Background: an optimization exercise with open tools, aiming at small area, a short achievable clock period and few clock cycles per item. Do not read the settings as production practice.
In this exercise RTL edits were held to simulation tests only and were not proved equivalent to the original.

$ cat flow/config.mk
export PLATFORM = sky130hd
export DESIGN_NAME = queued_sine_tone_generator_core
export DESIGN_NICKNAME = queued_sine_tone_generator_core
export VERILOG_FILES = /design/flow/design.v
export SDC_FILE = /design/flow/constraint.sdc
export NUM_CORES = 4
export LEC_CHECK = 0
export CAP_MARGIN = 20
export CORE_MARGIN = 2
export CORE_UTILIZATION = 40
export SLEW_MARGIN = 20
$ cat flow/constraint.sdc
create_clock -name core_clock -period 10.0 [get_ports {clk}]
set_input_delay 2.0000 -clock core_clock [delete_from_list [all_inputs] [get_ports {clk}]]
set_output_delay 2.0000 -clock core_clock [all_outputs]
set_load 0.01 [all_outputs]
$ cat flow/design.v
`default_nettype none
package qstg_pkg;
    localparam int QUEUE_DEPTH = 16;
    localparam logic [15:0] RATE_RESET = 16'd44100;
    localparam logic [15:0] BIG_LIMIT = 16'd64000;
endpackage
`default_nettype wire
`default_nettype none
module qstg_sine_rom (
    input  logic      [7:0]  addr,
    output logic      [14:0] data
);
    always_comb
    begin
        case (addr)
            8'd0: data = 15'd0;
            8'd1: data = 15'd201;
            8'd2: data = 15'd402;
            8'd3: data = 15'd603;
            8'd4: data = 15'd804;
            8'd5: data = 15'd1005;
            8'd6: data = 15'd1206;
            8'd7: data = 15'd1407;
            8'd8: data = 15'd1608;
            8'd9: data = 15'd1809;
            8'd10: data = 15'd2009;
            8'd11: data = 15'd2210;
            8'd12: data = 15'd2411;
            8'd13: data = 15'd2611;
            8'd14: data = 15'd2811;
            8'd15: data = 15'd3012;
            8'd16: data = 15'd3212;
            8'd17: data = 15'd3412;
            8'd18: data = 15'd3612;
            8'd19: data = 15'd3812;
            8'd20: data = 15'd4011;
            8'd21: data = 15'd4211;
            8'd22: data = 15'd4410;
            8'd23: data = 15'd4609;
            8'd24: data = 15'd4808;
            8'd25: data = 15'd5007;
            8'd26: data = 15'd5205;
            8'd27: data = 15'd5404;
            8'd28: data = 15'd5602;
            8'd29: data = 15'd5800;
            8'd30: data = 15'd5998;
            8'd31: data = 15'd6195;
            8'd32: data = 15'd6393;
            8'd33: data = 15'd6590;
            8'd34: data = 15'd6787;
            8'd35: data = 15'd6983;
            8'd36: data = 15'd7180;
            8'd37: data = 15'd7376;
            8'd38: data = 15'd7571;
            8'd39: data = 15'd7767;
            8'd40: data = 15'd7962;
            8'd41: data = 15'd8157;
            8'd42: data = 15'd8351;
            8'd43: data = 15'd8546;
            8'd44: data = 15'd8740;
            8'd45: data = 15'd8933;
            8'd46: data = 15'd9127;
            8'd47: data = 15'd9319;
            8'd48: data = 15'd9512;
            8'd49: data = 15'd9704;
            8'd50: data = 15'd9896;
            8'd51: data = 15'd10088;
            8'd52: data = 15'd10279;
            8'd53: data = 15'd10469;
            8'd54: data = 15'd10660;
            8'd55: data = 15'd10850;
            8'd56: data = 15'd11039;
            8'd57: data = 15'd11228;
            8'd58: data = 15'd11417;
            8'd59: data = 15'd11605;
            8'd60: data = 15'd11793;
            8'd61: data = 15'd11980;
            8'd62: data = 15'd12167;
            8'd63: data = 15'd12354;
            8'd64: data = 15'd12540;
            8'd65: data = 15'd12725;
            8'd66: data = 15'd12910;
            8'd67: data = 15'd13095;
            8'd68: data = 15'd13279;
            8'd69: data = 15'd13463;
            8'd70: data = 15'd13646;
            8'd71: data = 15'd13828;
            8'd72: data = 15'd14010;
            8'd73: data = 15'd14192;
            8'd74: data = 15'd14373;
            8'd75: data = 15'd14553;
            8'd76: data = 15'd14733;
            8'd77: data = 15'd14912;
            8'd78: data = 15'd15091;
            8'd79: data = 15'd15269;
            8'd80: data = 15'd15447;
            8'd81: data = 15'd15624;
            8'd82: data = 15'd15800;
            8'd83: data = 15'd15976;
            8'd84: data = 15'd16151;
            8'd85: data = 15'd16326;
            8'd86: data = 15'd16500;
            8'd87: data = 15'd16673;
            8'd88: data = 15'd16846;
            8'd89: data = 15'd17018;
            8'd90: data = 15'd17190;
            8'd91: data = 15'd17361;
            8'd92: data = 15'd17531;
            8'd93: data = 15'd17700;
            8'd94: data = 15'd17869;
            8'd95: data = 15'd18037;
            8'd96: data = 15'd18205;
            8'd97: data = 15'd18372;
            8'd98: data = 15'd18538;
            8'd99: data = 15'd18703;
            8'd100: data = 15'd18868;
            8'd101: data = 15'd19032;
            8'd102: data = 15'd19195;
            8'd103: data = 15'd19358;
            8'd104: data = 15'd19520;
            8'd105: data = 15'd19681;
            8'd106: data = 15'd19841;
            8'd107: data = 15'd20001;
            8'd108: data = 15'd20160;
            8'd109: data = 15'd20318;
            8'd110: data = 15'd20475;
            8'd111: data = 15'd20632;
            8'd112: data = 15'd20788;
            8'd113: data = 15'd20943;
            8'd114: data = 15'd21097;
            8'd115: data = 15'd21251;
            8'd116: data = 15'd21403;
            8'd117: data = 15'd21555;
            8'd118: data = 15'd21706;
            8'd119: data = 15'd21856;
            8'd120: data = 15'd22006;
            8'd121: data = 15'd22154;
            8'd122: data = 15'd22302;
            8'd123: data = 15'd22449;
            8'd124: data = 15'd22595;
            8'd125: data = 15'd22740;
            8'd126: data = 15'd22884;
            8'd127: data = 15'd23028;
            8'd128: data = 15'd23170;
            8'd129: data = 15'd23312;
            8'd130: data = 15'd23453;
            8'd131: data = 15'd23593;
            8'd132: data = 15'd23732;
            8'd133: data = 15'd23870;
            8'd134: data = 15'd24008;
            8'd135: data = 15'd24144;
            8'd136: data = 15'd24279;
            8'd137: data = 15'd24414;
            8'd138: data = 15'd24548;
            8'd139: data = 15'd24680;
            8'd140: data = 15'd24812;
            8'd141: data = 15'd24943;
            8'd142: data = 15'd25073;
            8'd143: data = 15'd25202;
            8'd144: data = 15'd25330;
            8'd145: data = 15'd25457;
            8'd146: data = 15'd25583;
            8'd147: data = 15'd25708;
            8'd148: data = 15'd25833;
            8'd149: data = 15'd25956;
            8'd150: data = 15'd26078;
            8'd151: data = 15'd26199;
            8'd152: data = 15'd26320;
            8'd153: data = 15'd26439;
            8'd154: data = 15'd26557;
            8'd155: data = 15'd26674;
            8'd156: data = 15'd26791;
            8'd157: data = 15'd26906;
            8'd158: data = 15'd27020;
            8'd159: data = 15'd27133;
            8'd160: data = 15'd27246;
            8'd161: data = 15'd27357;
            8'd162: data = 15'd27467;
            8'd163: data = 15'd27576;
            8'd164: data = 15'd27684;
            8'd165: data = 15'd27791;
            8'd166: data = 15'd27897;
            8'd167: data = 15'd28002;
            8'd168: data = 15'd28106;
            8'd169: data = 15'd28209;
            8'd170: data = 15'd28311;
            8'd171: data = 15'd28411;
            8'd172: data = 15'd28511;
            8'd173: data = 15'd28610;
            8'd174: data = 15'd28707;
            8'd175: data = 15'd28803;
            8'd176: data = 15'd28899;
            8'd177: data = 15'd28993;
            8'd178: data = 15'd29086;
            8'd179: data = 15'd29178;
            8'd180: data = 15'd29269;
            8'd181: data = 15'd29359;
            8'd182: data = 15'd29448;
            8'd183: data = 15'd29535;
            8'd184: data = 15'd29622;
            8'd185: data = 15'd29707;
            8'd186: data = 15'd29792;
            8'd187: data = 15'd29875;
            8'd188: data = 15'd29957;
            8'd189: data = 15'd30038;
            8'd190: data = 15'd30118;
            8'd191: data = 15'd30196;
            8'd192: data = 15'd30274;
            8'd193: data = 15'd30350;
            8'd194: data = 15'd30425;
            8'd195: data = 15'd30499;
            8'd196: data = 15'd30572;
            8'd197: data = 15'd30644;
            8'd198: data = 15'd30715;
            8'd199: data = 15'd30784;
            8'd200: data = 15'd30853;
            8'd201: data = 15'd30920;
            8'd202: data = 15'd30986;
            8'd203: data = 15'd31050;
            8'd204: data = 15'd31114;
            8'd205: data = 15'd31177;
            8'd206: data = 15'd31238;
            8'd207: data = 15'd31298;
            8'd208: data = 15'd31357;
            8'd209: data = 15'd31415;
            8'd210: data = 15'd31471;
            8'd211: data = 15'd31527;
            8'd212: data = 15'd31581;
            8'd213: data = 15'd31634;
            8'd214: data = 15'd31686;
            8'd215: data = 15'd31737;
            8'd216: data = 15'd31786;
            8'd217: data = 15'd31834;
            8'd218: data = 15'd31881;
            8'd219: data = 15'd31927;
            8'd220: data = 15'd31972;
            8'd221: data = 15'd32015;
            8'd222: data = 15'd32058;
            8'd223: data = 15'd32099;
            8'd224: data = 15'd32138;
            8'd225: data = 15'd32177;
            8'd226: data = 15'd32214;
            8'd227: data = 15'd32251;
            8'd228: data = 15'd32286;
            8'd229: data = 15'd32319;
            8'd230: data = 15'd32352;
            8'd231: data = 15'd32383;
            8'd232: data = 15'd32413;
            8'd233: data = 15'd32442;
            8'd234: data = 15'd32470;
            8'd235: data = 15'd32496;
            8'd236: data = 15'd32522;
            8'd237: data = 15'd32546;
            8'd238: data = 15'd32568;
            8'd239: data = 15'd32590;
            8'd240: data = 15'd32610;
            8'd241: data = 15'd32629;
            8'd242: data = 15'd32647;
            8'd243: data = 15'd32664;
            8'd244: data = 15'd32679;
            8'd245: data = 15'd32693;
            8'd246: data = 15'd32706;
            8'd247: data = 15'd32718;
            8'd248: data = 15'd32729;
            8'd249: data = 15'd32738;
            8'd250: data = 15'd32746;
            8'd251: data = 15'd32753;
            8'd252: data = 15'd32758;
            8'd253: data = 15'd32762;
            8'd254: data = 15'd32766;
            8'd255: data = 15'd32767;
            default: data = 15'd0;
        endcase
    end
endmodule
`default_nettype wire
`default_nettype none
module qstg_divider (
    input  logic [15:0] rem_in,
    input  logic [31:0] dq_in,
    input  logic [15:0] divisor,
    output logic [15:0] rem_out,
    output logic [31:0] dq_out
);
    logic [15:0] rem [5];
    logic [31:0] dq  [5];
    logic [16:0] shifted [4];
    logic [17:0] diff    [4];
    always_comb
    begin
        rem[0] = rem_in;
        dq[0]  = dq_in;
        for (int k = 0; k < 4; k++)
        begin
            shifted[k] = {rem[k], dq[k][31]};
            diff[k]    = {1'b0, shifted[k]} - {2'b00, divisor};
            if (!diff[k][17])
            begin
                rem[k+1] = diff[k][15:0];
                dq[k+1]  = {dq[k][30:0], 1'b1};
            end
            else
            begin
                rem[k+1] = shifted[k][15:0];
                dq[k+1]  = {dq[k][30:0], 1'b0};
            end
        end
        rem_out = rem[4];
        dq_out  = dq[4];
    end
endmodule
`default_nettype wire
`default_nettype none
module qstg_datapath (
    input  logic        clk,
    input  logic        rst_n,
    input  logic        hold,
    input  logic        in_valid,
    input  logic [14:0] amp,
    input  logic [14:0] entry,
    input  logic        peak,
    input  logic        neg,
    input  logic [6:0]  info,
    output logic        out_valid,
    output logic [22:0] out_data
);
    logic        v1;
    logic [14:0] amp1;
    logic [14:0] entry1;
    logic        peak1;
    logic        neg1;
    logic [6:0]  info1;
    logic        v2;
    logic [14:0] mag2;
    logic        neg2;
    logic [6:0]  info2;
    logic [29:0] prod;
    logic [14:0] mag;
    logic [15:0] smp;
    always_comb
    begin
        prod = amp1 * entry1;
        mag  = peak1 ? amp1 : prod[29:15];
        smp  = neg2 ? (16'd0 - {1'b0, mag2}) : {1'b0, mag2};
    end
    always_ff @(posedge clk or negedge rst_n)
    begin
        if (!rst_n)
        begin
            v1 <= 1'b0;
            v2 <= 1'b0;
        end
        else if (!hold)
        begin
            v1 <= in_valid;
            v2 <= v1;
        end
    end
    always_ff @(posedge clk)
    begin
        if (!hold)
        begin
            amp1   <= amp;
            entry1 <= entry;
            peak1  <= peak;
            neg1   <= neg;
            info1  <= info;
            mag2   <= mag;
            neg2   <= neg1;
            info2  <= info1;
        end
    end
    assign out_valid = v2 && !hold;
    assign out_data  = {smp, info2};
endmodule
`default_nettype wire
`default_nettype none
module qstg_ctrl (
    input  logic        clk,
    input  logic        rst_n,
    input  logic        in_valid,
    input  logic [22:0] in_data,
    output logic        hold,
    output logic        result_valid,
    input  logic        result_stall,
    output logic [22:0] result
);
    logic        out_v;
    logic [22:0] out_d;
    logic        skid_v;
    logic [22:0] skid_d;
    logic        deq;
    assign deq = out_v && !result_stall;
    always_ff @(posedge clk or negedge rst_n)
    begin
        if (!rst_n)
        begin
            out_v  <= 1'b0;
            skid_v <= 1'b0;
        end
        else
        begin
            if (!out_v || deq)
            begin
                out_v  <= skid_v || in_valid;
                skid_v <= 1'b0;
            end
            else if (in_valid)
            begin
                skid_v <= 1'b1;
            end
        end
    end
    always_ff @(posedge clk)
    begin
        if (!out_v || deq)
        begin
            out_d <= skid_v ? skid_d : in_data;
        end
        if (in_valid)
        begin
            skid_d <= in_data;
        end
    end
    assign hold         = skid_v;
    assign result_valid = out_v;
    assign result       = out_d;
endmodule
`default_nettype wire
`default_nettype none
module queued_sine_tone_generator_core (
    input  logic                   clk,
    input  logic                   rst_n,
    input  logic                   cfg_write,
    input  logic      [15:0]       cfg_data,
    input  logic                   item_valid,
    output logic                   item_stall,
    input  logic      [47:0]       item,
    output logic                   result_valid,
    input  logic                   result_stall,
    output logic [22:0]            result
);
    localparam logic [15:0] RATE_RESET = qstg_pkg::RATE_RESET;
    localparam logic [15:0] BIG_LIMIT  = qstg_pkg::BIG_LIMIT;
    localparam logic [2:0] J_E3 = 3'd0;   
    localparam logic [2:0] J_E4 = 3'd1;   
    localparam logic [2:0] J_AB = 3'd2;   
    localparam logic [2:0] J_PH = 3'd3;   
    localparam logic [2:0] J_HD = 3'd4;   
    localparam logic [2:0] J_EN = 3'd5;   
    logic        v0;
    logic [47:0] it0;
    logic [1:0]  op0;
    logic [14:0] f0;
    logic [14:0] a0;
    logic [15:0] d0;
    assign op0 = it0[47:46];
    assign f0  = it0[45:31];
    assign a0  = it0[30:16];
    assign d0  = it0[15:0];
    logic [15:0] rate;
    logic        rz;         
    logic        rbig;       
    logic [9:0]  ab_a;       
    logic [9:0]  ab_b;
    logic [9:0]  thr;        
    logic        abv;
    logic [3:0]  hp;
    logic [3:0]  tp;
    logic [4:0]  used;
    logic [21:0] hm;
    logic [15:0] he;
    logic [9:0]  idx;
    logic [15:0] r;          
    logic        pint;
    logic        prev;
    logic [9:0]  qf;
    logic [15:0] rf;
    logic [16*15-1:0] mf;
    logic [16*15-1:0] ma;
    logic [16*22-1:0] mc;
    logic [15:0]      mm;
    logic [15:0] rc;
    logic        ebusy;
    logic [2:0]  ejob;
    logic        emul;
    logic [4:0]  ecnt;
    logic        eh;
    logic [15:0] er;
    logic [31:0] dq;
    logic        ediv1000;
    logic        phn;
    logic        cpend;
    logic        cstep;      
    logic [3:0]  cp;
    logic [4:0]  cleft;
    logic        hold;
    logic        conv_busy;
    assign conv_busy = ebusy && ((ejob == J_PH) || (ejob == J_HD) || (ejob == J_EN));
    logic [14:0] rd_f;
    logic [14:0] rd_a;
    logic [21:0] rd_c;
    logic        rd_m;
    logic        nx_m;
    assign rd_f = mf[hp*15 +: 15];
    assign rd_a = ma[hp*15 +: 15];
    assign rd_c = mc[hp*22 +: 22];
    assign rd_m = mm[hp];
    assign nx_m = mm[4'(hp + 4'd1)];
    logic q_ne;
    logic smp_blk;
    logic blk_all;
    logic go;
    logic is_enq;
    logic is_smp;
    logic is_clr;
    logic nzero;
    logic full;
    logic push;
    logic dropf;
    logic big;
    logic smp_do;
    assign q_ne    = (used != 5'd0);
    assign smp_blk = q_ne && !rz && (!prev || pint);
    assign blk_all = phn || cpend || !abv || conv_busy;
    assign go      = v0 && !hold && !blk_all && !((op0 == 2'd1) && smp_blk);
    assign item_stall = v0 && !go;
    assign is_enq = go && (op0 == 2'd0);
    assign is_smp = go && (op0 == 2'd1);
    assign is_clr = go && (op0 == 2'd2);
    assign nzero  = rz || (d0 < {6'd0, thr});
    assign full   = used[4];
    assign push   = is_enq && !nzero && !full;
    assign dropf  = is_enq && !nzero && full;
    assign big    = rbig && (d0 > BIG_LIMIT);
    assign smp_do = is_smp && q_ne;
    logic [16:0] e1;
    logic [17:0] e1m;
    logic        c2;
    logic [15:0] e2;
    logic [21:0] m2;
    logic        cont;
    logic        pop;
    always_comb
    begin
        e1   = {1'b0, he} + (rd_m ? 17'd0 : {7'd0, ab_b});
        e1m  = {1'b0, e1} - {2'b00, rate};
        c2   = !rd_m && !e1m[17];
        e2   = c2 ? e1m[15:0] : e1[15:0];
        m2   = hm + (rd_m ? 22'd1 : {12'd0, ab_a}) + {21'd0, c2};
        cont = (m2 < rd_c) || ((m2 == rd_c) && (e2 == 16'd0));
    end
    assign pop = smp_do && !cont;
    logic [16:0] s1;
    logic [17:0] s1m;
    logic        c1;
    logic [15:0] r2;
    logic [9:0]  idx2;
    always_comb
    begin
        s1   = {1'b0, r} + {1'b0, rf};
        s1m  = {1'b0, s1} - {2'b00, rate};
        c1   = !s1m[17];
        r2   = c1 ? s1m[15:0] : s1[15:0];
        idx2 = idx + qf + {9'd0, c1};
    end
    logic [7:0]  rom_addr;
    logic [14:0] rom_data;
    logic        peak;
    assign rom_addr = idx[8] ? (8'd0 - idx[7:0]) : idx[7:0];
    assign peak     = idx[8] && (idx[7:0] == 8'd0);
    qstg_sine_rom u_rom (
        .addr (rom_addr),
        .data (rom_data)
    );
    logic [4:0] used_nx;
    always_comb
    begin
        if (is_clr)
        begin
            used_nx = 5'd0;
        end
        else
        begin
            used_nx = used + {4'd0, push} - {4'd0, pop};
        end
    end
    logic [15:0] div_d;
    logic [15:0] div_r;
    logic [31:0] div_dq;
    logic [17:0] mul_sum;
    logic [21:0] div_n;
    assign div_d = ediv1000 ? 16'd1000 : rate;
    qstg_divider u_div (
        .rem_in  (er),
        .dq_in   (dq),
        .divisor (div_d),
        .rem_out (div_r),
        .dq_out  (div_dq)
    );
    assign mul_sum = {1'b0, eh, er} + (dq[0] ? {2'b00, rc} : 18'd0);
    assign div_n   = div_dq[22] ? 22'h3FFFFF : div_dq[21:0];
    logic last;
    logic fin_e3;
    logic fin_e4;
    logic fin_ab;
    logic fin_ph;
    logic fin_hd;
    logic fin_en;
    logic mul2div;
    logic cancel;
    assign last    = ebusy && (ecnt == 5'd1);
    assign cancel  = ebusy && ((ejob == J_E3) || (ejob == J_AB)) &&
                     (cfg_write || ((ejob == J_E3) && is_clr));
    assign fin_e3  = last && !emul && (ejob == J_E3) && !cancel;
    assign fin_e4  = last && !emul && (ejob == J_E4);
    assign fin_ab  = last && !emul && (ejob == J_AB) && !cancel;
    assign fin_ph  = last && emul && (ejob == J_PH);
    assign mul2div = last && emul && (ejob != J_PH);
    assign fin_hd  = last && !emul && (ejob == J_HD);
    assign fin_en  = last && !emul && (ejob == J_EN);
    logic        need_e4;
    logic        early_e3;
    logic        need_e3;
    logic        st_any;
    logic        st_ph;
    logic        st_hd;
    logic        st_en;
    logic        st_ab;
    logic        st_e4;
    logic        st_e3;
    logic        conv_skip;
    logic [15:0] dx;
    logic        dx_s2;
    logic        dx_s6;
    assign need_e4  = v0 && (op0 == 2'd1) && q_ne && !rz && pint;
    assign early_e3 = push && (used == 5'd0);
    assign need_e3  = !prev && q_ne && !rz && !is_clr;
    assign st_any   = !ebusy && !cfg_write;
    assign st_ph    = st_any && phn;
    assign st_hd    = st_any && !phn && cpend && !cstep && q_ne && !rd_m;
    assign st_en    = st_any && !phn && cpend && cstep && (cleft != 5'd0) && !rd_m;
    assign conv_skip = st_any && !phn && cpend && !st_hd && !st_en;
    assign st_ab    = st_any && !phn && !cpend && !abv;
    assign st_e4    = st_any && !phn && !cpend && abv && need_e4;
    assign st_e3    = st_any && !phn && !cpend && abv && !need_e4 && (need_e3 || early_e3);
    assign dx    = st_e4 ? r : (early_e3 ? {1'b0, f0} : {1'b0, rd_f});
    assign dx_s2 = ({2'b00, dx[15:2]} < rate);
    assign dx_s6 = ({6'd0, dx[15:6]} < rate);
    always_ff @(posedge clk or negedge rst_n)
    begin
        if (!rst_n)
        begin
            ebusy <= 1'b0;
        end
        else if (cancel || fin_e3 || fin_e4 || fin_ab || fin_ph || fin_hd || fin_en)
        begin
            ebusy <= 1'b0;
        end
        else if (st_ph || st_hd || st_en || st_ab || st_e4 || st_e3)
        begin
            ebusy <= 1'b1;
        end
    end
    always_ff @(posedge clk)
    begin
        if (st_ph || st_hd || st_en)
        begin
            emul <= 1'b1;
            ecnt <= 5'd16;
            eh   <= 1'b0;
            if (st_ph)
            begin
                ejob <= J_PH;
                er   <= r;
                dq   <= {16'd0, 6'd0, idx};
            end
            else if (st_hd)
            begin
                ejob <= J_HD;
                er   <= he;
                dq   <= {16'd0, hm[15:0]};
            end
            else
            begin
                ejob <= J_EN;
                er   <= 16'd0;
                dq   <= {16'd0, rd_c[15:0]};
            end
        end
        else if (st_ab)
        begin
            ejob     <= J_AB;
            emul     <= 1'b0;
            ediv1000 <= 1'b0;
            ecnt     <= 5'd3;
            er       <= 16'd0;
            dq       <= {12'd1000, 20'd0};
        end
        else if (st_e4 || st_e3)
        begin
            ejob     <= st_e4 ? J_E4 : J_E3;
            emul     <= 1'b0;
            ediv1000 <= 1'b0;
            if (dx_s2)
            begin
                ecnt <= 5'd3;
                er   <= {2'b00, dx[15:2]};
                dq   <= {dx[1:0], 30'd0};
            end
            else if (dx_s6)
            begin
                ecnt <= 5'd4;
                er   <= {6'd0, dx[15:6]};
                dq   <= {dx[5:0], 26'd0};
            end
            else
            begin
                ecnt <= 5'd7;
                er   <= 16'd0;
                dq   <= {2'b00, dx, 14'd0};
            end
        end
        else if (mul2div)
        begin
            emul     <= 1'b0;
            ediv1000 <= 1'b1;
            ecnt     <= 5'd8;
            er       <= 16'd0;
            dq       <= {mul_sum[16:1], mul_sum[0], dq[15:1]};
        end
        else if (ebusy && emul)
        begin
            ecnt       <= ecnt - 5'd1;
            {eh, er}   <= mul_sum[17:1];
            dq[15:0]   <= {mul_sum[0], dq[15:1]};
        end
        else if (ebusy)
        begin
            ecnt <= ecnt - 5'd1;
            er   <= div_r;
            dq   <= div_dq;
        end
    end
    always_ff @(posedge clk or negedge rst_n)
    begin
        if (!rst_n)
        begin
            rc <= RATE_RESET;
        end
        else if (!phn && !cpend && !conv_busy)
        begin
            rc <= rate;
        end
    end
    always_ff @(posedge clk or negedge rst_n)
    begin
        if (!rst_n)
        begin
            v0    <= 1'b0;
            rate  <= RATE_RESET;
            rz    <= 1'b0;
            rbig  <= 1'b0;
            ab_a  <= 10'd0;
            ab_b  <= 10'd1000;
            thr   <= 10'd1;
            abv   <= 1'b1;
            hp    <= 4'd0;
            tp    <= 4'd0;
            used  <= 5'd0;
            idx   <= 10'd0;
            r     <= 16'd0;
            pint  <= 1'b0;
            prev  <= 1'b0;
            phn   <= 1'b0;
            cpend <= 1'b0;
            cstep <= 1'b0;
            cp    <= 4'd0;
            cleft <= 5'd0;
        end
        else
        begin
            if (!item_stall)
            begin
                v0 <= item_valid;
            end
            if (cfg_write)
            begin
                rate <= cfg_data;
                rz   <= (cfg_data == 16'd0);
                rbig <= (cfg_data > BIG_LIMIT);
                if ((cfg_data > 16'd1000) || (cfg_data == 16'd0))
                begin
                    ab_a <= 10'd0;
                    ab_b <= 10'd1000;
                    thr  <= 10'd1;
                    abv  <= 1'b1;
                end
                else
                begin
                    abv <= 1'b0;
                end
                if (!pint && !(ebusy && (ejob == J_PH)) && ((idx != 10'd0) || (r != 16'd0)))
                begin
                    phn <= 1'b1;
                end
                if (q_ne && !cpend)
                begin
                    cpend <= 1'b1;
                    cstep <= 1'b0;
                end
            end
            else if (fin_ab)
            begin
                ab_a <= div_dq[9:0];
                ab_b <= div_r[9:0];
                thr  <= div_dq[9:0] + {9'd0, (div_r != 16'd0)};
                abv  <= 1'b1;
            end
            if (is_clr)
            begin
                hp   <= 4'd0;
                tp   <= 4'd0;
                used <= 5'd0;
            end
            else
            begin
                if (push)
                begin
                    tp <= tp + 4'd1;
                end
                if (pop)
                begin
                    hp <= hp + 4'd1;
                end
                used <= used_nx;
                if (push && big)
                begin
                    cpend <= 1'b1;
                    cstep <= 1'b0;
                end
            end
            if (st_ph)
            begin
                phn <= 1'b0;
            end
            if (conv_skip)
            begin
                if (!cstep)
                begin
                    cstep <= 1'b1;
                    cp    <= hp;
                    cleft <= used;
                end
                else if (cleft == 5'd0)
                begin
                    hp    <= cp;
                    cpend <= 1'b0;
                end
                else
                begin
                    hp    <= hp + 4'd1;
                    cleft <= cleft - 5'd1;
                end
            end
            if (fin_hd)
            begin
                cstep <= 1'b1;
                cp    <= hp;
                cleft <= used;
            end
            if (fin_en)
            begin
                hp    <= hp + 4'd1;
                cleft <= cleft - 5'd1;
            end
            if (smp_do)
            begin
                if (rz)
                begin
                    idx  <= 10'd0;
                    r    <= 16'd0;
                    pint <= 1'b0;
                end
                else
                begin
                    idx <= idx2;
                    r   <= r2;
                end
            end
            if (fin_ph)
            begin
                r    <= {mul_sum[10:1], mul_sum[0], dq[15:11]};
                pint <= 1'b1;
            end
            if (fin_e4)
            begin
                idx  <= div_dq[9:0];
                r    <= div_r;
                pint <= 1'b0;
            end
            if (cfg_write || is_clr || pop)
            begin
                prev <= 1'b0;
            end
            else if (fin_e3)
            begin
                prev <= 1'b1;
            end
        end
    end
    always_ff @(posedge clk)
    begin
        if (!item_stall)
        begin
            it0 <= item;
        end
        if (fin_e3)
        begin
            qf <= div_dq[9:0];
            rf <= div_r;
        end
        if (push && (used == 5'd0))
        begin
            hm <= {12'd0, ab_a};
            he <= {6'd0, ab_b};
        end
        else if (smp_do)
        begin
            if (pop)
            begin
                hm <= nx_m ? 22'd1 : {12'd0, ab_a};
                he <= nx_m ? 16'd0 : {6'd0, ab_b};
            end
            else
            begin
                hm <= m2;
                he <= e2;
            end
        end
        else if (fin_hd)
        begin
            hm <= div_dq[21:0];
            he <= 16'd0;
        end
    end
    logic [21:0] wc;
    assign wc = push ? {6'd0, d0} : div_n;
    for (genvar i = 0; i < 16; i++)
    begin : g_q
        always_ff @(posedge clk)
        begin
            if (push && (tp == 4'(i)))
            begin
                mf[i*15 +: 15] <= f0;
                ma[i*15 +: 15] <= a0;
            end
            if ((push && (tp == 4'(i))) || (fin_en && (hp == 4'(i))))
            begin
                mc[i*22 +: 22] <= wc;
                mm[i]          <= !push;
            end
        end
    end
    logic        dp_valid;
    logic [22:0] dp_data;
    qstg_datapath u_dp (
        .clk       (clk),
        .rst_n     (rst_n),
        .hold      (hold),
        .in_valid  (go),
        .amp       ((smp_do && !rz) ? rd_a : 15'd0),
        .entry     (rom_data),
        .peak      (peak),
        .neg       (idx[9]),
        .info      ({smp_do, dropf, used_nx}),
        .out_valid (dp_valid),
        .out_data  (dp_data)
    );
    qstg_ctrl u_out (
        .clk          (clk),
        .rst_n        (rst_n),
        .in_valid     (dp_valid),
        .in_data      (dp_data),
        .hold         (hold),
        .result_valid (result_valid),
        .result_stall (result_stall),
        .result       (result)
    );
endmodule
`default_nettype wire
$ cat flow/run.sh
#!/bin/bash
# synth_recipe.tcl (not shown) runs the flow's synth.tcl, then flattens the netlist and writes it again
# the make line also repeats each setting of config.mk as NAME=value (left out here)
make -C /OpenROAD-flow-scripts/flow DESIGN_CONFIG=/design/flow/config.mk WORK_HOME=/design/flow/orfs CLKGATE_MAP_FILE= SYNTH_SCRIPT=/design/flow/synth_recipe.tcl finish
==> run summary, run 1 <==
Synthesis instantiated 103 different standard cells from the library. For the number of iterations in the first detailed-routing pass, the log shows 6. In this run the worst hold path is classified as register to register. Along the worst path, the maximum fanout reaches 8. Setup repair after global routing could not meet its margin everywhere.

By count the netlist is led by sky130_fd_sc_hd__edfxtp_1 (1,086), sky130_fd_sc_hd__nand2_1 (582), sky130_fd_sc_hd__ha_1 (336), sky130_fd_sc_hd__nor2_1 (336), sky130_fd_sc_hd__o21ai_0 (310). Buffers placed on the I/O ports in this run total 93. Counting the buffers created by CTS gives 136. After detailed routing, the number of remaining DRC violations is 0. The layout checks failed on setup timing.

Using the TritonRoute via totals, the vias-per-cell ratio works out to 5.88. Setup violations remaining at the end of the flow were counted as 8. The share of Yosys cell area claimed by the top area cell type works out to 46.2%. The library cell occupying the most area in the post-synthesis netlist was sky130_fd_sc_hd__edfxtp_1. The shortest period the worst path allows was 10,180 ps. The worst setup path is captured at a register.

Worst endpoint required time: 10,710 ps. The minimum setup slack in the final design is -177 ps. The detailed router placed 50.3k vias in this run.

For the post-detailed-route count of antenna-violating nets, the log shows 0. The initial antenna violation count was 9. The floorplan row count is 154, and the synthesized net count is 6,246.

At the pin with the least slew margin, the transition time is 1200 ps. Across every metal layer, demand over resource in global routing totals 24.7%. The run gives 1,251 as the count of clock tree sinks. The tools report the first-pass GRT wire length as 332 mm. 94 I/O pins were placed.

The hold violation count in the final report came out at 0. The area growth from synthesis to layout is 17.7%. STA puts the critical path data arrival time at 10,880 ps. The critical path contains buffers and inverters numbering 10 combined.

The run finished, with violations left. The final net count was 6,675. The per-instance average area after synthesis was 12.5 um2.

The die boundary height is 424 um, and the number of global-route vias before repair is 50.3k. Across the routed clock network, the largest skew measured is 91.4 ps. The die outline width is 424 um, and the final weighted congestion in routability-driven placement is 0.987.

The highest-delay cell along the critical path was sky130_fd_sc_hd__edfxtp_1. The number of enable-type register cells in the synthesized netlist works out to 1,086. The kind of cell with the highest combined delay along the critical path is compound AO/OA/AOI/OAI gates. The critical path is of the register to register type. The final critical path takes up 102% of the cycle.

Counting the fill cells in the layout gives 15.5k. Register bit count reported by yosys: 1,251. The HPWL after detailed placement came out at 149 mm. The worst slew margin relative to its limit was 19.9%.

The most frequent cell on the critical path is sky130_fd_sc_hd__ha_4. For this run the aggregate overflow at the end of global routing stands at 0. The final layout contains routed wiring with a total length of 224 mm. Entering global routing, the biggest net connects 97 pins. The run gives 0 as the number of violations of the max-capacitance limit. The tools report the synthesized area as 70,700 um2. TritonCTS built the clock tree.

The most common flop cell mapped by yosys was sky130_fd_sc_hd__edfxtp_1. Summing the sequential cell areas from Yosys gives 51.7% of the chip area. The die covers 180,000 um2. Cell at the root of the clock tree: sky130_fd_sc_hd__clkbuf_16.

The tools report the final-report max-slew violation count as 0. The wire length per cell was 26.1 um. The fraction of final layout cells sized beyond drive strength 1 was 21.3%; the clock network latency to the later pin of the worst-skew pair was 820 ps.

Ranked by total cell area, the synthesized netlist is headed by sky130_fd_sc_hd__edfxtp_1 (46%), sky130_fd_sc_hd__mux4_2 (8.7%), sky130_fd_sc_hd__ha_1 (5.9%), sky130_fd_sc_hd__fa_1 (5.1%), sky130_fd_sc_hd__dfrtp_1 (3.7%). At the placement stage, the worst setup path has a slack of -666 ps. The number of cells produced by synthesis came out at 5,661. The critical path startpoint category is a register.

CTS built an H-tree with a depth of 4. For this run, the number of Yosys warnings is 9. Yosys instantiated no cell more often than sky130_fd_sc_hd__edfxtp_1.

The starting density of the core was 40.2%; the core box area was 176,000 um2. The detailed router finished its first iteration with 5,503 violations. Clock transition at the register clock pins on the worst setup and hold paths after CTS: 60 ps. On the worst path, the slowest cell contributes a delay of 500 ps. In the synthesized netlist the async set-or-reset flop fraction comes to 9.91%. Counting along the longest clock path gives a buffer depth of 3. Derived from the worst setup path, the maximum achievable clock frequency is 98.3 MHz.
-- metal layers --
layer | vias up | share of wire [%] | GRT usage [%]
li1 | 22200 | - | -
met1 | 25500 | 41 | 33.2
met3 | 480 | 7.4 | 4.06
met2 | 2140 | 47 | 39.8
met5 | - | 0 | 0
met4 | 0 | 4.5 | 10.5
-- cell usage in the layout, fill, tap and decap left out, types with 25 or more instances in the layout --
| cell type | netlist | routed |
|---|---|---|
| sky130_fd_sc_hd__nand3_1 | 79 | 78 |
| sky130_fd_sc_hd__mux2_2 | 55 | 48 |
| sky130_fd_sc_hd__nand2_1 | 582 | 572 |
| sky130_fd_sc_hd__nor2b_1 | 60 | 54 |
| sky130_fd_sc_hd__xnor2_1 | 112 | 104 |
| sky130_fd_sc_hd__clkdlybuf4s50_1 | 0 | 91 |
| sky130_fd_sc_hd__nor3_1 | 78 | 74 |
| sky130_fd_sc_hd__clkinv_2 | 0 | 25 |
| sky130_fd_sc_hd__fa_1 | 180 | 176 |
| sky130_fd_sc_hd__clkbuf_1 | 244 | 25 |
| sky130_fd_sc_hd__a21o_1 | 43 | 43 |
| sky130_fd_sc_hd__o21ai_0 | 310 | 287 |
| sky130_fd_sc_hd__dfxtp_1 | 41 | 41 |
| sky130_fd_sc_hd__nand4_1 | 25 | 25 |
| sky130_fd_sc_hd__ha_1 | 336 | 312 |
| sky130_fd_sc_hd__and3_1 | 51 | 47 |
| sky130_fd_sc_hd__buf_4 | 3 | 482 |
| sky130_fd_sc_hd__o22ai_1 | 38 | 38 |
| sky130_fd_sc_hd__and2_1 | 132 | 116 |
| sky130_fd_sc_hd__a221oi_1 | 37 | 35 |
| sky130_fd_sc_hd__o211ai_1 | 51 | 51 |
| sky130_fd_sc_hd__mux2i_1 | 59 | 55 |
| sky130_fd_sc_hd__nand2b_1 | 47 | 38 |
| sky130_fd_sc_hd__nor2_1 | 336 | 322 |
| sky130_fd_sc_hd__a211oi_1 | 48 | 46 |
| sky130_fd_sc_hd__dfrtp_1 | 104 | 100 |
| sky130_fd_sc_hd__a21oi_1 | 273 | 250 |
| sky130_fd_sc_hd__edfxtp_1 | 1086 | 1086 |
| sky130_fd_sc_hd__clkbuf_16 | 0 | 139 |
| sky130_fd_sc_hd__a31oi_1 | 69 | 65 |
| sky130_fd_sc_hd__o21a_1 | 34 | 32 |
| sky130_fd_sc_hd__mux4_2 | 274 | 274 |
| sky130_fd_sc_hd__inv_1 | 304 | 295 |
| sky130_fd_sc_hd__xor2_1 | 72 | 66 |
-- path summary, 6_finish.rpt --
check | end | from | depth (start not counted) | slack (ps)
min in group asynchronous | rbig | rst_n | 1 | 1280
min reg2reg | u_dp.neg2 | u_dp.neg1 | 0 | 410
max | thr[5] | ediv1000 | 52 | -180
max in group asynchronous | hp[3] | rst_n | 2 | 7300
min | u_dp.neg2 | u_dp.neg1 | 0 | 410
max reg2reg | thr[5] | ediv1000 | 52 | -180
-- registers in the layout, indices dropped and copies added, names as in the netlist, 22 cells and up --
signal / count
dq: 32
u_out.skid_d: 23
mc: 352
hm: 22
u_out.out_d: 23
it0: 48
mf: 240
ma: 240
-- area by class of cell --
class	instances	area (um2)	area share [%]
clock inverters	84	1100	1.33
multi-input cells	3791	32900	39.6
repair buffers	599	4900	5.89
flip-flops and latches	1251	36600	44.0
well taps	2340	2930	3.52
inverters	311	1190	1.43
diodes	7	17.5	0.0211
clock buffers	165	3560	4.28
-- cell families after synthesis --
family,synth area share [%]
buffers and inverters,3.41
flip-flops,51.7
AND/OR/NAND/NOR,10.0
multiplexers,10.5
AO/OA/AOI/OAI,10.9
adder cells (fa/ha/maj),11.0
XOR/XNOR,2.28
-- repair_timing --
action	in CTS	in global routing
endpoints found under the setup margin	20	72
pin swaps	63	64
hold buffers	0	0
hold endpoints to repair	0	0
buffers inserted	45	18
resized for setup	86	69
cloned	2	1
-- stage by stage --
stage	utilization (%)	TNS [ps]	cells	area, um2	hold WS (ps)
6_report	47.3	-689	8548	83200	407
5_1_grt	47.3	-7450	8541	83200	420
4_1_cts	47.0	-1040	8528	82700	409
3_5_place_dp	43.9	-7770	8232	77300	412
3_3_place_gp	43.9	-5790	8232	77300	404
2_1_floorplan	-	-343	5661	71000	400
Testbench counts, summed over its fixed seeds: cycles 2,200, items 2,048.
==> run 2: changes to the inputs <==
--- a/flow/design.v
+++ b/flow/design.v
@@ -280,32 +280,38 @@
     input  logic [31:0] dq_in,
     input  logic [15:0] divisor,
+    input  logic [17:0] divisor3,
     output logic [15:0] rem_out,
     output logic [31:0] dq_out
 );
-    logic [15:0] rem [5];
-    logic [31:0] dq  [5];
-    logic [16:0] shifted [4];
-    logic [17:0] diff    [4];
+    logic [17:0] rr;
+    logic [18:0] d1;
+    logic [18:0] d2;
+    logic [18:0] d3;
     always_comb
     begin
-        rem[0] = rem_in;
-        dq[0]  = dq_in;
-        for (int k = 0; k < 4; k++)
-        begin
-            shifted[k] = {rem[k], dq[k][31]};
-            diff[k]    = {1'b0, shifted[k]} - {2'b00, divisor};
-            if (!diff[k][17])
-            begin
-                rem[k+1] = diff[k][15:0];
-                dq[k+1]  = {dq[k][30:0], 1'b1};
-            end
-            else
-            begin
-                rem[k+1] = shifted[k][15:0];
-                dq[k+1]  = {dq[k][30:0], 1'b0};
-            end
+        rr = {rem_in, dq_in[31:30]};
+        d1 = {1'b0, rr} - {3'b000, divisor};
+        d2 = {1'b0, rr} - {2'b00, divisor, 1'b0};
+        d3 = {1'b0, rr} - {1'b0, divisor3};
+        if (!d3[18])
+        begin
+            rem_out = d3[15:0];
+            dq_out  = {dq_in[29:0], 2'd3};
+        end
+        else if (!d2[18])
+        begin
+            rem_out = d2[15:0];
+            dq_out  = {dq_in[29:0], 2'd2};
+        end
+        else if (!d1[18])
+        begin
+            rem_out = d1[15:0];
+            dq_out  = {dq_in[29:0], 2'd1};
+        end
+        else
+        begin
+            rem_out = rr[15:0];
+            dq_out  = {dq_in[29:0], 2'd0};
         end
-        rem_out = rem[4];
-        dq_out  = dq[4];
     end
 endmodule
@@ -318,6 +324,5 @@
     input  logic        in_valid,
     input  logic [14:0] amp,
-    input  logic [14:0] entry,
-    input  logic        peak,
+    input  logic [15:0] entry,
     input  logic        neg,
     input  logic [6:0]  info,
@@ -327,20 +332,24 @@
     logic        v1;
     logic [14:0] amp1;
-    logic [14:0] entry1;
-    logic        peak1;
+    logic [15:0] entry1;
     logic        neg1;
     logic [6:0]  info1;
     logic        v2;
-    logic [14:0] mag2;
+    logic [21:0] hi2;
+    logic [14:0] lo2;
     logic        neg2;
     logic [6:0]  info2;
-    logic [29:0] prod;
+    logic [22:0] prod_hi;
+    logic [22:0] prod_lo;
+    logic [21:0] sum;
     logic [14:0] mag;
     logic [15:0] smp;
     always_comb
     begin
-        prod = amp1 * entry1;
-        mag  = peak1 ? amp1 : prod[29:15];
-        smp  = neg2 ? (16'd0 - {1'b0, mag2}) : {1'b0, mag2};
+        prod_hi = amp1 * entry1[15:8];
+        prod_lo = amp1 * entry1[7:0];
+        sum     = hi2 + {7'd0, lo2};
+        mag     = sum[21:7];
+        smp     = neg2 ? (16'd0 - {1'b0, mag}) : {1'b0, mag};
     end
     always_ff @(posedge clk or negedge rst_n)
@@ -363,8 +372,8 @@
             amp1   <= amp;
             entry1 <= entry;
-            peak1  <= peak;
             neg1   <= neg;
             info1  <= info;
-            mag2   <= mag;
+            hi2    <= prod_hi[21:0];
+            lo2    <= prod_lo[22:8];
             neg2   <= neg1;
             info2  <= info1;
@@ -449,4 +458,5 @@
     localparam logic [2:0] J_HD = 3'd4;   
     localparam logic [2:0] J_EN = 3'd5;   
+    localparam logic [2:0] J_BG = 3'd6;   
     logic        v0;
     logic [47:0] it0;
@@ -460,4 +470,5 @@
     assign d0  = it0[15:0];
     logic [15:0] rate;
+    logic [17:0] rate3;      
     logic        rz;         
     logic        rbig;       
@@ -469,7 +480,10 @@
     logic [3:0]  tp;
     logic [4:0]  used;
-    logic [21:0] hm;
-    logic [15:0] he;
+    logic [22:0] dm;         
+    logic [15:0] ee;
+    logic        hinit;      
+    logic        hadv;       
     logic [9:0]  idx;
+    logic [7:0]  nidx;       
     logic [15:0] r;          
     logic        pint;
@@ -490,4 +504,5 @@
     logic [31:0] dq;
     logic        ediv1000;
+    logic        bigrdy;
     logic        phn;
     logic        cpend;
@@ -502,13 +517,24 @@
     logic [21:0] rd_c;
     logic        rd_m;
-    logic        nx_m;
-    assign rd_f = mf[hp*15 +: 15];
-    assign rd_a = ma[hp*15 +: 15];
-    assign rd_c = mc[hp*22 +: 22];
-    assign rd_m = mm[hp];
-    assign nx_m = mm[4'(hp + 4'd1)];
+    always_comb
+    begin
+        rd_f = '0;
+        rd_a = '0;
+        rd_c = '0;
+        rd_m = 1'b0;
+        for (int i = 0; i < 16; i++)
+        begin
+            rd_f = rd_f | ({15{hp == 4'(i)}} & mf[i*15 +: 15]);
+            rd_a = rd_a | ({15{hp == 4'(i)}} & ma[i*15 +: 15]);
+            rd_c = rd_c | ({22{hp == 4'(i)}} & mc[i*22 +: 22]);
+            rd_m = rd_m | ((hp == 4'(i)) & mm[i]);
+        end
+    end
     logic q_ne;
+    logic h_rdy;
     logic smp_blk;
     logic blk_all;
+    logic big0;
+    logic big_blk;
     logic go;
     logic is_enq;
@@ -519,10 +545,12 @@
     logic push;
     logic dropf;
-    logic big;
     logic smp_do;
     assign q_ne    = (used != 5'd0);
-    assign smp_blk = q_ne && !rz && (!prev || pint);
+    assign h_rdy   = !hinit && !hadv;
+    assign smp_blk = q_ne && (!h_rdy || (!rz && (!prev || pint)));
     assign blk_all = phn || cpend || !abv || conv_busy;
-    assign go      = v0 && !hold && !blk_all && !((op0 == 2'd1) && smp_blk);
+    assign big0    = rbig && (d0 > BIG_LIMIT);
+    assign big_blk = (op0 == 2'd0) && big0 && !bigrdy;
+    assign go      = v0 && !hold && !blk_all && !((op0 == 2'd1) && smp_blk) && !big_blk;
     assign item_stall = v0 && !go;
     assign is_enq = go && (op0 == 2'd0);
@@ -533,40 +561,61 @@
     assign push   = is_enq && !nzero && !full;
     assign dropf  = is_enq && !nzero && full;
-    assign big    = rbig && (d0 > BIG_LIMIT);
     assign smp_do = is_smp && q_ne;
-    logic [16:0] e1;
-    logic [17:0] e1m;
-    logic        c2;
-    logic [15:0] e2;
-    logic [21:0] m2;
     logic        cont;
     logic        pop;
+    assign cont = !dm[22] && ((dm != 23'd0) || (ee == 16'd0));
+    assign pop  = smp_do && !cont;
+    logic [9:0]  h_a;
+    logic [9:0]  h_b;
+    logic [17:0] cs_s;
+    logic [17:0] cs_k;
+    logic [17:0] cs_t;
+    logic        c2;
+    logic [16:0] e_pl;
+    logic [15:0] ee_nx;
+    logic [22:0] dm_a;
+    logic [22:0] dm_a1;
+    logic [22:0] dm_nx;
     always_comb
     begin
-        e1   = {1'b0, he} + (rd_m ? 17'd0 : {7'd0, ab_b});
-        e1m  = {1'b0, e1} - {2'b00, rate};
-        c2   = !rd_m && !e1m[17];
-        e2   = c2 ? e1m[15:0] : e1[15:0];
-        m2   = hm + (rd_m ? 22'd1 : {12'd0, ab_a}) + {21'd0, c2};
-        cont = (m2 < rd_c) || ((m2 == rd_c) && (e2 == 16'd0));
-    end
-    assign pop = smp_do && !cont;
-    logic [16:0] s1;
-    logic [17:0] s1m;
+        h_a   = rd_m ? 10'd1 : ab_a;
+        h_b   = rd_m ? 10'd0 : ab_b;
+        cs_s  = {2'b00, ee ^ {6'd0, ab_b} ^ ~rate};
+        cs_k  = {1'b0, (ee & {6'd0, ab_b}) | (ee & ~rate) | ({6'd0, ab_b} & ~rate), 1'b1};
+        cs_t  = cs_s + cs_k;
+        c2    = !rd_m && (cs_t[17] || cs_t[16]);
+        e_pl  = {1'b0, ee} + {7'd0, h_b};
+        ee_nx = c2 ? cs_t[15:0] : e_pl[15:0];
+        dm_a  = dm - {13'd0, h_a};
+        dm_a1 = dm - {13'd0, h_a} - 23'd1;
+        dm_nx = c2 ? dm_a1 : dm_a;
+    end
+    logic [17:0] ps_s;
+    logic [17:0] ps_k;
+    logic [17:0] ps_t;
     logic        c1;
+    logic [15:0] r_pl;
     logic [15:0] r2;
-    logic [9:0]  idx2;
+    logic [9:0]  idx_a;
+    logic [9:0]  idx_a1;
+    logic [7:0]  nidx_a;
+    logic [7:0]  nidx_a1;
     always_comb
     begin
-        s1   = {1'b0, r} + {1'b0, rf};
-        s1m  = {1'b0, s1} - {2'b00, rate};
-        c1   = !s1m[17];
-        r2   = c1 ? s1m[15:0] : s1[15:0];
-        idx2 = idx + qf + {9'd0, c1};
+        ps_s    = {2'b00, r ^ rf ^ ~rate};
+        ps_k    = {1'b0, (r & rf) | (r & ~rate) | (rf & ~rate), 1'b1};
+        ps_t    = ps_s + ps_k;
+        c1      = ps_t[17] || ps_t[16];
+        r_pl    = r + rf;
+        r2      = c1 ? ps_t[15:0] : r_pl;
+        idx_a   = idx + qf;
+        idx_a1  = idx + qf + 10'd1;
+        nidx_a  = nidx - qf[7:0];
+        nidx_a1 = nidx - qf[7:0] - 8'd1;
     end
     logic [7:0]  rom_addr;
     logic [14:0] rom_data;
     logic        peak;
-    assign rom_addr = idx[8] ? (8'd0 - idx[7:0]) : idx[7:0];
+    assign rom_addr = idx[8] ? nidx : idx[7:0];
     assign peak     = idx[8] && (idx[7:0] == 8'd0);
     qstg_sine_rom u_rom (
@@ -587,18 +636,19 @@
     end
     logic [15:0] div_d;
+    logic [17:0] div_d3;
     logic [15:0] div_r;
     logic [31:0] div_dq;
     logic [17:0] mul_sum;
-    logic [21:0] div_n;
-    assign div_d = ediv1000 ? 16'd1000 : rate;
+    assign div_d  = ediv1000 ? 16'd1000 : rate;
+    assign div_d3 = ediv1000 ? 18'd3000 : rate3;
     qstg_divider u_div (
-        .rem_in  (er),
-        .dq_in   (dq),
-        .divisor (div_d),
-        .rem_out (div_r),
-        .dq_out  (div_dq)
+        .rem_in   (er),
+        .dq_in    (dq),
+        .divisor  (div_d),
+        .divisor3 (div_d3),
+        .rem_out  (div_r),
+        .dq_out   (div_dq)
     );
     assign mul_sum = {1'b0, eh, er} + (dq[0] ? {2'b00, rc} : 18'd0);
-    assign div_n   = div_dq[22] ? 22'h3FFFFF : div_dq[21:0];
     logic last;
     logic fin_e3;
@@ -608,9 +658,10 @@
     logic fin_hd;
     logic fin_en;
+    logic fin_bg;
     logic mul2div;
     logic cancel;
     assign last    = ebusy && (ecnt == 5'd1);
-    assign cancel  = ebusy && ((ejob == J_E3) || (ejob == J_AB)) &&
-                     (cfg_write || ((ejob == J_E3) && is_clr));
+    assign cancel  = ebusy && (((ejob == J_E3) && (cfg_write || is_clr)) ||
+                               ((ejob == J_AB) && cfg_write));
     assign fin_e3  = last && !emul && (ejob == J_E3) && !cancel;
     assign fin_e4  = last && !emul && (ejob == J_E4);
@@ -620,30 +671,40 @@
     assign fin_hd  = last && !emul && (ejob == J_HD);
     assign fin_en  = last && !emul && (ejob == J_EN);
-    logic        need_e4;
-    logic        early_e3;
-    logic        need_e3;
+    assign fin_bg  = last && !emul && (ejob == J_BG);
     logic        st_any;
     logic        st_ph;
+    logic        hd_eng;
+    logic        hd_set;
     logic        st_hd;
     logic        st_en;
+    logic        conv_skip;
     logic        st_ab;
+    logic        st_bg;
+    logic        need_e4;
+    logic        spec_e3;
+    logic        need_e3;
     logic        st_e4;
     logic        st_e3;
-    logic        conv_skip;
     logic [15:0] dx;
+    logic        dx_s0;
     logic        dx_s2;
     logic        dx_s6;
-    assign need_e4  = v0 && (op0 == 2'd1) && q_ne && !rz && pint;
-    assign early_e3 = push && (used == 5'd0);
-    assign need_e3  = !prev && q_ne && !rz && !is_clr;
-    assign st_any   = !ebusy && !cfg_write;
+    assign st_any   = !ebusy && !cfg_write && !bigrdy;
     assign st_ph    = st_any && phn;
-    assign st_hd    = st_any && !phn && cpend && !cstep && q_ne && !rd_m;
+    assign hd_eng   = !dm[22] && (dm != 23'd0);
+    assign hd_set   = st_any && !phn && cpend && !cstep && q_ne && !rd_m && !hd_eng;
+    assign st_hd    = st_any && !phn && cpend && !cstep && q_ne && !rd_m && hd_eng;
     assign st_en    = st_any && !phn && cpend && cstep && (cleft != 5'd0) && !rd_m;
     assign conv_skip = st_any && !phn && cpend && !st_hd && !st_en;
     assign st_ab    = st_any && !phn && !cpend && !abv;
-    assign st_e4    = st_any && !phn && !cpend && abv && need_e4;
-    assign st_e3    = st_any && !phn && !cpend && abv && !need_e4 && (need_e3 || early_e3);
-    assign dx    = st_e4 ? r : (early_e3 ? {1'b0, f0} : {1'b0, rd_f});
+    assign st_bg    = st_any && !phn && !cpend && abv && v0 && big_blk;
+    assign need_e4  = v0 && (op0 == 2'd1) && q_ne && !rz && pint;
+    assign spec_e3  = !prev && !q_ne && v0 && (op0 == 2'd0) && !nzero && !big0;
+    assign need_e3  = !prev && q_ne && !rz && !is_clr;
+    assign st_e4    = st_any && !phn && !cpend && abv && !st_bg && need_e4;
+    assign st_e3    = st_any && !phn && !cpend && abv && !st_bg && !need_e4 &&
+                      (need_e3 || spec_e3);
+    assign dx    = st_e4 ? r : (q_ne ? {1'b0, rd_f} : {1'b0, f0});
+    assign dx_s0 = (dx < rate);
     assign dx_s2 = ({2'b00, dx[15:2]} < rate);
     assign dx_s6 = ({6'd0, dx[15:6]} < rate);
@@ -654,9 +715,9 @@
             ebusy <= 1'b0;
         end
-        else if (cancel || fin_e3 || fin_e4 || fin_ab || fin_ph || fin_hd || fin_en)
+        else if (cancel || fin_e3 || fin_e4 || fin_ab || fin_ph || fin_hd || fin_en || fin_bg)
         begin
             ebusy <= 1'b0;
         end
-        else if (st_ph || st_hd || st_en || st_ab || st_e4 || st_e3)
+        else if (st_ph || st_hd || st_en || st_ab || st_bg || st_e4 || st_e3)
         begin
             ebusy <= 1'b1;
@@ -665,5 +726,5 @@
     always_ff @(posedge clk)
     begin
-        if (st_ph || st_hd || st_en)
+        if (st_ph || st_hd || st_en || st_bg)
         begin
             emul <= 1'b1;
@@ -679,8 +740,8 @@
             begin
                 ejob <= J_HD;
-                er   <= he;
-                dq   <= {16'd0, hm[15:0]};
+                er   <= rc - ee;
+                dq   <= {16'd0, dm[15:0] - 16'd1};
             end
-            else
+            else if (st_en)
             begin
                 ejob <= J_EN;
@@ -688,4 +749,10 @@
                 dq   <= {16'd0, rd_c[15:0]};
             end
+            else
+            begin
+                ejob <= J_BG;
+                er   <= 16'd0;
+                dq   <= {16'd0, d0};
+            end
         end
         else if (st_ab)
@@ -694,7 +761,7 @@
             emul     <= 1'b0;
             ediv1000 <= 1'b0;
-            ecnt     <= 5'd3;
+            ecnt     <= 5'd5;
             er       <= 16'd0;
-            dq       <= {12'd1000, 20'd0};
+            dq       <= {10'd1000, 22'd0};
         end
         else if (st_e4 || st_e3)
@@ -703,7 +770,13 @@
             emul     <= 1'b0;
             ediv1000 <= 1'b0;
-            if (dx_s2)
+            if (dx_s0)
+            begin
+                ecnt <= 5'd5;
+                er   <= dx;
+                dq   <= 32'd0;
+            end
+            else if (dx_s2)
             begin
-                ecnt <= 5'd3;
+                ecnt <= 5'd6;
                 er   <= {2'b00, dx[15:2]};
                 dq   <= {dx[1:0], 30'd0};
@@ -711,5 +784,5 @@
             else if (dx_s6)
             begin
-                ecnt <= 5'd4;
+                ecnt <= 5'd8;
                 er   <= {6'd0, dx[15:6]};
                 dq   <= {dx[5:0], 26'd0};
@@ -717,5 +790,5 @@
             else
             begin
-                ecnt <= 5'd7;
+                ecnt <= 5'd14;
                 er   <= 16'd0;
                 dq   <= {2'b00, dx, 14'd0};
@@ -726,5 +799,5 @@
             emul     <= 1'b0;
             ediv1000 <= 1'b1;
-            ecnt     <= 5'd8;
+            ecnt     <= 5'd16;
             er       <= 16'd0;
             dq       <= {mul_sum[16:1], mul_sum[0], dq[15:1]};
@@ -732,7 +805,7 @@
         else if (ebusy && emul)
         begin
-            ecnt       <= ecnt - 5'd1;
-            {eh, er}   <= mul_sum[17:1];
-            dq[15:0]   <= {mul_sum[0], dq[15:1]};
+            ecnt     <= ecnt - 5'd1;
+            {eh, er} <= mul_sum[17:1];
+            dq[15:0] <= {mul_sum[0], dq[15:1]};
         end
         else if (ebusy)
@@ -743,4 +816,21 @@
         end
     end
+    logic [21:0] big_n;
+    assign big_n = dq[22] ? 22'h3FFFFF : dq[21:0];
+    always_ff @(posedge clk or negedge rst_n)
+    begin
+        if (!rst_n)
+        begin
+            bigrdy <= 1'b0;
+        end
+        else if (fin_bg)
+        begin
+            bigrdy <= 1'b1;
+        end
+        else if (is_enq)
+        begin
+            bigrdy <= 1'b0;
+        end
+    end
     always_ff @(posedge clk or negedge rst_n)
     begin
@@ -769,5 +859,8 @@
             tp    <= 4'd0;
             used  <= 5'd0;
+            hinit <= 1'b0;
+            hadv  <= 1'b0;
             idx   <= 10'd0;
+            nidx  <= 8'd0;
             r     <= 16'd0;
             pint  <= 1'b0;
@@ -820,7 +913,9 @@
             if (is_clr)
             begin
-                hp   <= 4'd0;
-                tp   <= 4'd0;
-                used <= 5'd0;
+                hp    <= 4'd0;
+                tp    <= 4'd0;
+                used  <= 5'd0;
+                hinit <= 1'b0;
+                hadv  <= 1'b0;
             end
             else
@@ -835,8 +930,16 @@
                 end
                 used <= used_nx;
-                if (push && big)
+                if ((push && !q_ne) || (pop && (used != 5'd1)))
                 begin
-                    cpend <= 1'b1;
-                    cstep <= 1'b0;
+                    hinit <= 1'b1;
+                end
+                else if (hinit)
+                begin
+                    hinit <= 1'b0;
+                    hadv  <= 1'b1;
+                end
+                else if (hadv)
+                begin
+                    hadv <= 1'b0;
                 end
             end
@@ -880,4 +983,5 @@
                 begin
                     idx  <= 10'd0;
+                    nidx <= 8'd0;
                     r    <= 16'd0;
                     pint <= 1'b0;
@@ -885,6 +989,7 @@
                 else
                 begin
-                    idx <= idx2;
-                    r   <= r2;
+                    idx  <= c1 ? idx_a1 : idx_a;
+                    nidx <= c1 ? nidx_a1 : nidx_a;
+                    r    <= r2;
                 end
             end
@@ -897,4 +1002,5 @@
             begin
                 idx  <= div_dq[9:0];
+                nidx <= 8'd0 - div_dq[7:0];
                 r    <= div_r;
                 pint <= 1'b0;
@@ -921,30 +1027,29 @@
             rf <= div_r;
         end
-        if (push && (used == 5'd0))
+        if (hinit)
         begin
-            hm <= {12'd0, ab_a};
-            he <= {6'd0, ab_b};
+            dm <= {1'b0, rd_c} - {13'd0, h_a};
+            ee <= {6'd0, h_b};
         end
-        else if (smp_do)
+        else if (hadv || (smp_do && !pop))
         begin
-            if (pop)
-            begin
-                hm <= nx_m ? 22'd1 : {12'd0, ab_a};
-                he <= nx_m ? 16'd0 : {6'd0, ab_b};
-            end
-            else
-            begin
-                hm <= m2;
-                he <= e2;
-            end
+            dm <= dm_nx;
+            ee <= ee_nx;
+        end
+        else if (hd_set)
+        begin
+            dm <= (!dm[22] && (ee == 16'd0)) ? 23'd0 : 23'h7FFFFF;
+            ee <= 16'd0;
         end
         else if (fin_hd)
         begin
-            hm <= div_dq[21:0];
-            he <= 16'd0;
+            dm <= {1'b0, div_dq[21:0]};
+            ee <= 16'd0;
         end
     end
     logic [21:0] wc;
-    assign wc = push ? {6'd0, d0} : div_n;
+    logic        wm;
+    assign wc = push ? (big0 ? big_n : {6'd0, d0}) : div_dq[21:0];
+    assign wm = push ? big0 : 1'b1;
     for (genvar i = 0; i < 16; i++)
     begin : g_q
@@ -959,8 +1064,12 @@
             begin
                 mc[i*22 +: 22] <= wc;
-                mm[i]          <= !push;
+                mm[i]          <= wm;
             end
         end
     end
+    always_ff @(posedge clk)
+    begin
+        rate3 <= {1'b0, rate, 1'b0} + {2'b00, rate};
+    end
     logic        dp_valid;
     logic [22:0] dp_data;
@@ -971,6 +1080,5 @@
         .in_valid  (go),
         .amp       ((smp_do && !rz) ? rd_a : 15'd0),
-        .entry     (rom_data),
-        .peak      (peak),
+        .entry     (peak ? 16'h8000 : {1'b0, rom_data}),
         .neg       (idx[9]),
         .info      ({smp_do, dropf, used_nx}),
==> run summary, run 2 <==
The run finished with no timing, DRC or antenna violations. Setup repair after global routing left no endpoint under its margin. The library cell occupying the most area in the post-synthesis netlist was sky130_fd_sc_hd__edfxtp_1. The per-instance average area after synthesis works out to 11.1 um2 (-11%).

The setup skew after layout is 71.0 ps (-20.4 ps). The clock transition at the register clock pins on the worst setup and hold paths after CTS was 60 ps (about the same); the final-report max-slew violation count was 0 (unchanged). The worst endpoint data arrival time is 7940 ps (-2940 ps), and the total vias in the final route is 58.6k (+17%). For the sum of overflow across all layers after global routing, the log shows 0 (unchanged). The detailed-route wire length was 268 mm (+20%); the number of placed I/O pins was 94 (unchanged).

The clock network latency to the later pin of the worst-skew pair was 820 ps (about the same). The number of enable-type register cells in the synthesized netlist is 1,121 (+3.2%), and the shortest period the worst path allows is 7310 ps (-2870 ps). TritonCTS built the clock tree. Summed negative setup slack over all endpoints: 0 ps (+689 ps). The number of iterations in the first detailed-routing pass was 27 (+21). The run gives 2690 ps (+2870 ps) as the minimum setup slack in the final design.

TritonCTS buffer count: 146 (+7.4%). The commonest cells after synthesis are sky130_fd_sc_hd__edfxtp_1 (1,121), sky130_fd_sc_hd__nand2_1 (551), sky130_fd_sc_hd__nor2_1 (426). The number of global-route vias before repair came out at 55.7k (+11%). The layout overhead on the synthesized area is 11.9%, and the register bit count reported by yosys is 1,303 (+4.2%). The most common flop cell mapped by yosys was sky130_fd_sc_hd__edfxtp_1. For the pin count of the biggest net entering global routing, the log shows 86 (-11%). The run gives 1,303 (+4.2%) as the count of clock tree sinks.

The setup path with the least slack is of type register to register. In the final layout, the registers with the most flip-flops are mc x352, ma x240, mf x240. Leaving out fill and tap cells, the most frequent cell in the layout is sky130_fd_sc_hd__edfxtp_1.

The number of setup violations in the final report was 0 (-8). Actual transition at the worst max-transition pin: 1210 ps (+16.1 ps). For the total track usage, the log shows 27.3% (+2.5 points). Most frequently used cell type in the post-synthesis netlist: sky130_fd_sc_hd__edfxtp_1. The worst-case clock buffer depth was 3 (unchanged); the H-tree level count was 4 (unchanged).

The final net count is 7,517 (+13%). For the worst slew margin relative to its limit, the log shows 18.7% (-1.2 points). The kind of end point of the critical path was a register.

The hold violation count in the final report was 0 (unchanged); the highest net fanout along the worst path was 34 (+26). Number of cells produced by synthesis: 6,824 (+21%). By area the synthesized netlist is led by sky130_fd_sc_hd__edfxtp_1 (44%), sky130_fd_sc_hd__ha_1 (6.4%), sky130_fd_sc_hd__fa_1 (5.2%), sky130_fd_sc_hd__dfrtp_1 (3.8%), sky130_fd_sc_hd__nand2_1 (2.7%). The portion of the clock cycle consumed by the worst path in the final layout is 73.1% (-29 points).

The pre-CTS worst setup slack came out at 2060 ps (+2720 ps). The first-pass GRT wire length was 389 mm (+17%). The worst setup path is launched from a register.

For the synthesized area, the log shows 75,700 um2 (+7.1%). The tools report the number of buffers added for setup after CTS as 0 (-100%). The post-synthesis async set-or-reset flop share is 10.4% (+0.45 points).

Initial antenna violation count: 7 (-2). The number of buffers added on ports is 93 (unchanged). The flip-flop count of the largest register, all copies and words added works out to 352 (unchanged). The wire length per cell is 28.2 um (+8.0%), and the die boundary height is 439 um (+3.4%). The core box area is 188,000 um2 (+6.8%), and the share of Yosys cell area claimed by the top area cell type is 44.5% (-1.7 points). Sequential-to-total area share from yosys stat: 50.2% (-1.5 points). The signal on the critical path passes through inv_1 -> ha_2 -> buf_4 -> and3_2 -> a221oi_1 -> and3_1 -> a41oi_1 -> a21oi_1 -> inv_1 -> ha_1 -> a21o_1 -> a21o_1 -> a21oi_1 -> o211ai_1 -> o31ai_1 -> o211ai_1 -> o211ai_1 -> nor2_1 -> a221oi_1 -> a21oi_1. The fraction of final layout cells sized beyond drive strength 1 came out at 8.40% (-13 points). The logs give 17.4k (+12%) for the number of filler instances in the final layout and 0 (unchanged) for the post-detailed-route count of antenna-violating nets.

The die outline width works out to 439 um (+3.4%). The tools report the number of DRC violations after detailed routing as 0 (unchanged). The slowest stage of the critical path is the sky130_fd_sc_hd__and3_2 cell.

The tools report the total die area as 193,000 um2 (+7.0%). The run gives 7,474 (+20%) as the synthesized net count. The number of hold buffers added after cts came out at 0 (unchanged). The run gives 0 (-100%) as the number of gates resized after CTS. For the top achievable clock speed, the log shows 137 MHz (+39%). The detail-routed via count per cell was 6.18 (+5.1%). The logs give 183 mm (+23%) for the HPWL after detailed placement and 40.3% (+0.12 points) for the starting density of the core. In the layout the commonest cells are sky130_fd_sc_hd__edfxtp_1 (1,121), sky130_fd_sc_hd__nand2_1 (550), sky130_fd_sc_hd__nor2_1 (422). The path class of the tightest hold or removal check is register to register. Worst endpoint required time: 10,630 ps (-80 ps). The cell at the root of the clock tree is sky130_fd_sc_hd__clkbuf_16. Counting flops per register, the top entry is mc.

The final weighted congestion in routability-driven placement was 0.983 (-0.42%); the delay contributed by the slowest stage of the critical path was 1020 ps (+520 ps). The run gives 7,187 (+31%) as the initial detailed-routing violation count. The number of violations of the max-capacitance limit was 0 (unchanged); the count of different cell masters after synthesis was 95 (-7.8%). Floorplan row count: 159 (+3.2%). Synthesis warning total: 5 (-4).
[run 2: cell count changes after synthesis, sizes merged, moves of 50 or more]
cell and change:
nand3 +62, a22o +84, a21oi +83, nor3 +68, mux4 -271, nor2 +90, ha +50, a22oi +160
inv +103, xnor2 +72, a221oi +87
[run 2: layout make-up]
type                    instances  area [um2]  share of cell area, %
diodes                          3        7.51                0.00886
clock buffers                 195        4000                   4.72
clock inverters                73         910                   1.07
inverters                     414        1560                   1.84
multi-input cells            4743       34900                   41.2
flip-flops and latches       1303       38000                   44.9
well taps                    2495        3120                   3.69
repair buffers                259        2200                   2.60
[run 2: logic make-up (layout without fill, tap and decap cells)]
| kind of cell | after synthesis | after routing | share of synthesized area, % |
|---|---|---|---|
| buffers and inverters | 778 | 941 | 3.95 |
| DFF | 1303 | 1303 | 50.2 |
| and+or+nand+nor | 1883 | 1883 | 12.1 |
| muxes | 134 | 134 | 1.91 |
| other | 0 | 3 | 0 |
| adders and majority gates | 581 | 581 | 11.5 |
| xor gates and xnor gates | 279 | 279 | 3.23 |
| AOI/OAI and AO/OA | 1866 | 1866 | 17.1 |
[run 2: routing by layer]
metal  vias up  routed length [um]  global-route usage [%]
met5         -                  24                       0
met4         4               11500                    10.7
met3       518               21800                    4.23
met2      2819              122000                    42.7
met1     29500              113000                    37.9
li1      25800                   -                       -
[run 2: path summary, 6_finish.rpt]
check,startpoint,endpoint,slack [ps],depth (start not counted)
max,hp[0],dq[31],2690,20
min,u_dp.info1[5],u_dp.info2[5],420,0
max reg2reg,hp[0],dq[31],2690,20
min reg2reg,u_dp.info1[5],u_dp.info2[5],420,0
max in group asynchronous,rst_n,hp[3],7180,2
min in group asynchronous,rst_n,ab_a[0],1260,1
[run 2: stage by stage]
stage | hold WS (ps) | cells | utilization (%) | area, um2
6_report | 419 | 9485 | 45.1 | 84700
3_3_place_gp | 404 | 9213 | 42.5 | 79700
4_1_cts | 419 | 9481 | 45.1 | 84600
5_1_grt | 421 | 9482 | 45.1 | 84700
3_5_place_dp | 405 | 9213 | 42.5 | 79700
2_1_floorplan | 400 | 6824 | - | 75700
[run 2: critical path, delay by kind of cell, from the launching register on]
kind	cells	cell delay [ps]
flops	1	450
compound gates	12	3620
buf+inv	3	790
simple gates	3	1470
fa+ha+maj	2	750
Testbench counts of run 2, summed over its fixed seeds: cycles 2,299, items 2,048.

[afterwards: timing with drivers on the ports]
No port has a modelled driver above. Below, the same layouts with a new extraction and two added sets of constraints.
Step 1 (the two cells are an assumption about what drives the block):
set clk [get_ports {clk}]
set_driving_cell -lib_cell sky130_fd_sc_hd__clkbuf_16 $clk
set_driving_cell -lib_cell sky130_fd_sc_hd__buf_2 [delete_from_list [all_inputs] $clk]
Step 2 also shifts input and output timing later by t, the mid clock arrival at the registers, as if the neighbouring blocks saw the same clock.
Three values: ideal, step 1, step 2; two values: the first two.
run	shift t [ns]	setup WS [ns]	latest minus earliest clock arrival (ns)	pins driven straight from the clock port
run 1	0.861	-0.177 / -0.177 / -0.177	0.098 / 0.098	1
run 2	0.867	2.689 / 2.689 / 2.195	0.071 / 0.071	1
For run 2, which loses most, drivers alone change the setup slack by 0.000 ns; drivers and shift together by -0.494 ns.
